From an optimization exercise on the open Yosys and OpenROAD flow, aimed at small area and a short achievable clock period; shortcuts taken in it are not production practice. Function was checked by simulation only, so behaviour that the tests miss may differ from the original. Power is estimated from default activity; no workload was simulated.

==> flow/design.v (excerpt) <==
module bt656_rx_top
#(
   parameter int FIFO_DEPTH = 64
)
(
   input  logic        clk,
   input  logic        rstn,
   input  logic        rx_enable_i,
   input  logic        size_err_clr_i,
   input  logic [7:0]  bt656_data_i,
   output logic        m_axis_tvalid_o,
   input  logic        m_axis_tready_i,
   output logic [7:0]  m_axis_tdata_o,
   output logic        m_axis_tuser_o,
   output logic        m_axis_tlast_o,
   output logic [11:0] width_o,
   output logic [11:0] height_o,
   output logic        size_err_o,
   output logic        overflow_o,
   output logic [15:0] frame_cnt_o
);
   logic  wr_en, wr_sof, wr_eol, fifo_full;
   bt656_pkg::byte_t wr_byte;
   logic  fifo_ne, rd_req, head_sof, head_eol;
   bt656_pkg::byte_t head_byte;
   logic  hdr_valid, is_eav, vblank, field;
   bt656_pkg::byte_t tap_byte;
   bt656_header_decoder u_decoder
   (
      .clk      (clk),
      .rstn     (rstn),
      .enable_i (rx_enable_i),
      .data_i   (bt656_data_i),
      .hdr_valid_o (hdr_valid),
      .is_eav_o    (is_eav),
      .vblank_o    (vblank),
      .field_o     (field),
      .tap_byte_o  (tap_byte)
   );
   bt656_line_tracker u_tracker
   (
      .clk         (clk),
      .rstn        (rstn),
      .enable_i    (rx_enable_i),
      .err_clr_i   (size_err_clr_i),
      .hdr_valid_i (hdr_valid),
  ...
For scale: ~780 flip-flops, roughly 66 I/O pins, about 0.028 sq mm of cells after synthesis.
Settings: LEC_CHECK=0, CAP_MARGIN=20, CORE_MARGIN=2, CORE_UTILIZATION=75, CTS_CLUSTER_DIAMETER=60, CTS_CLUSTER_SIZE=25, SETUP_SLACK_MARGIN=2.9, SLEW_MARGIN=20; clock period 5.5 ns.
standard.sh (not shown) runs the stock make flow with config.mk's settings and CLKGATE_MAP_FILE= SYNTH_SCRIPT=/design/flow/synth_recipe.tcl, a recipe that flattens the netlist after the stock synthesis.
==> flow/flow/run.sh <==
#!/bin/bash
# The standard layout with two changes: clock tree synthesis adds no
# dummy loads, and the port buffers start at buf_1 (repair resizes them).
set -euo pipefail
cd "$(dirname "$0")/.."
export CTS_ARGS="-sink_clustering_enable -repair_clock_nets -dont_use_dummy_load -sink_clustering_size 22 -sink_clustering_max_diameter 35 -buf_list sky130_fd_sc_hd__clkbuf_8"
export BUFFER_PORTS_ARGS="-buffer_cell sky130_fd_sc_hd__buf_1"
bash standard.sh > standard_flow.log 2>&1
Edit:
==> flow/flow/run.sh (replaced) <==
#!/bin/bash
# The standard layout with two changes: clock tree synthesis adds no
# dummy loads, and the port buffers start at buf_1 (repair resizes them).
set -euo pipefail
cd "$(dirname "$0")/.."
export CTS_ARGS="-sink_clustering_enable -repair_clock_nets -dont_use_dummy_load -sink_clustering_size 18 -sink_clustering_max_diameter 45 -buf_list sky130_fd_sc_hd__clkbuf_8"
export BUFFER_PORTS_ARGS="-buffer_cell sky130_fd_sc_hd__buf_1"
bash standard.sh > standard_flow.log 2>&1
CORE_UTILIZATION = 82   (was 75)
Non-clock buffer count goes down by 6.
Via count goes up by 2.5%.
First-iteration DRC count rises by 21%.
Maximum frequency drops by 3.3%.
Worst setup slack degrades by 0.088 ns.
Clock-buffer cell count goes down by 44.
Total power shrinks by 8.8%.
Sequential cell count stays the same.
Synthesized cell count does not change.
Final area drops by 2.2%.
Edit:
==> flow/flow/run.sh (replaced) <==
#!/bin/bash
# The standard layout with two changes: clock tree synthesis adds no
# dummy loads, and the port buffers start at buf_1 (repair resizes them).
set -euo pipefail
cd "$(dirname "$0")/.."
export CTS_ARGS="-sink_clustering_enable -repair_clock_nets -dont_use_dummy_load -sink_clustering_size 12 -sink_clustering_max_diameter 40 -buf_list \"sky130_fd_sc_hd__clkbuf_4 sky130_fd_sc_hd__clkbuf_8\""
export BUFFER_PORTS_ARGS="-buffer_cell sky130_fd_sc_hd__buf_1"
bash standard.sh > standard_flow.log 2>&1
CORE_UTILIZATION = 60   (was 82)
=>
- via count decreases by 3.6%
- worst hold slack gets worse by 0.029 ns
- non-clock buffer count increases by 9
- routed wire length increases by 0.42%
- utilization decreases by 22 points
- first-iteration DRC count decreases by 35%
Edit:
==> flow/flow/run.sh (replaced) <==
#!/bin/bash
# The standard layout with two changes: clock tree synthesis adds no
# dummy loads, and the port buffers start at buf_1 (repair resizes them).
set -euo pipefail
cd "$(dirname "$0")/.."
export CTS_ARGS="-sink_clustering_enable -repair_clock_nets -dont_use_dummy_load -sink_clustering_size 16 -sink_clustering_max_diameter 70 -buf_list sky130_fd_sc_hd__clkbuf_8"
export BUFFER_PORTS_ARGS="-buffer_cell sky130_fd_sc_hd__buf_1"
bash standard.sh > standard_flow.log 2>&1
CORE_UTILIZATION = 75   (was 60)
=>
- total power goes down by 11%
- die area goes down by 20%
- final cell count goes down by 8.1%
- synthesized cell count stays the same
- setup slack improved by 0.0091 ns
- routed wire length goes down by about 7%
- clock skew goes down by 0.018 ns
- global-route usage goes up by 3.4 points
Edit:
==> flow/flow/run.sh (replaced) <==
#!/bin/bash
# The standard layout with two changes: clock tree synthesis adds no
# dummy loads, and the port buffers start at buf_1 (repair resizes them).
set -euo pipefail
cd "$(dirname "$0")/.."
export CTS_ARGS="-sink_clustering_enable -repair_clock_nets -dont_use_dummy_load -sink_clustering_size 30 -sink_clustering_max_diameter 40 -buf_list sky130_fd_sc_hd__clkbuf_16"
export BUFFER_PORTS_ARGS="-buffer_cell sky130_fd_sc_hd__buf_1"
bash standard.sh > standard_flow.log 2>&1
The changed run passed the timing, DRC and antenna checks.
Total power is higher by about 20%.
Wire length goes up by 3.4%.
Register-to-register slack loses 0.03 ns.
Non-clock buffer count is unchanged.
Count of clock-buffer cells in the layout climbs by 22.
Edit:
==> flow/flow/run.sh (replaced) <==
#!/bin/bash
# The standard layout with two changes: clock tree synthesis adds no
# dummy loads, and the port buffers start at buf_1 (repair resizes them).
set -euo pipefail
cd "$(dirname "$0")/.."
export CTS_ARGS="-sink_clustering_enable -repair_clock_nets -dont_use_dummy_load -sink_clustering_size 18 -sink_clustering_max_diameter 45 -buf_list sky130_fd_sc_hd__clkbuf_8"
export BUFFER_PORTS_ARGS="-buffer_cell sky130_fd_sc_hd__buf_1"
bash standard.sh > standard_flow.log 2>&1
Effect:
- The new run passed the timing, DRC and antenna checks
- routed wire length went down by 2.3%
- cell count went down by 0.70%
- design area went down by 3.5%
- area after synthesis is unchanged
- via count went down by 1.7%
- synthesized cell count does not change
- worst setup slack gets better by 0.0050 ns
- utilization went down by 2.9 points
- first-iteration DRC count went down by 1.6%
- global-route usage went down by 1.0 points
- power went down by 16%

[separate check: timing with driven ports]
Ports are ideal in the flow. The routed layouts listed here were re-timed in OpenROAD. Step 1, drivers: a clkbuf_16 drives clk and a buf_2 each remaining input, both assumed. Step 2 also shifts input and output timing later by t, the mid clock arrival at the registers, as if the neighbouring blocks saw the same clock. Three values: no drivers, after step 1, after step 2; two values: the first two.
| run | shift t [ns] | slack for setup (ns) | worst setup path after step 2 | clock arrival spread, ns |
|---|---|---|---|---|
| the first run | 0.694 | 2.933 / 2.888 / 2.414 | input to register | 0.078 / 0.078 |
| the second run | 0.700 | 2.845 / 2.845 / 2.507 | input to register | 0.052 / 0.052 |
| the third run | 0.733 | 2.922 / 2.876 / 2.517 | input to register | 0.061 / 0.060 |
| the fourth run | 0.709 | 2.932 / 2.886 / 2.368 | input to register | 0.044 / 0.044 |
| the fifth run | 0.637 | 2.926 / 2.881 / 2.470 | input to register | 0.058 / 0.057 |
| the sixth run | 0.726 | 2.931 / 2.886 / 2.369 | input to register | 0.055 / 0.055 |
After both steps every run listed still meets setup and hold. For the fourth run, which loses most, drivers alone change the setup slack by -0.046 ns; drivers and shift together by -0.564 ns.
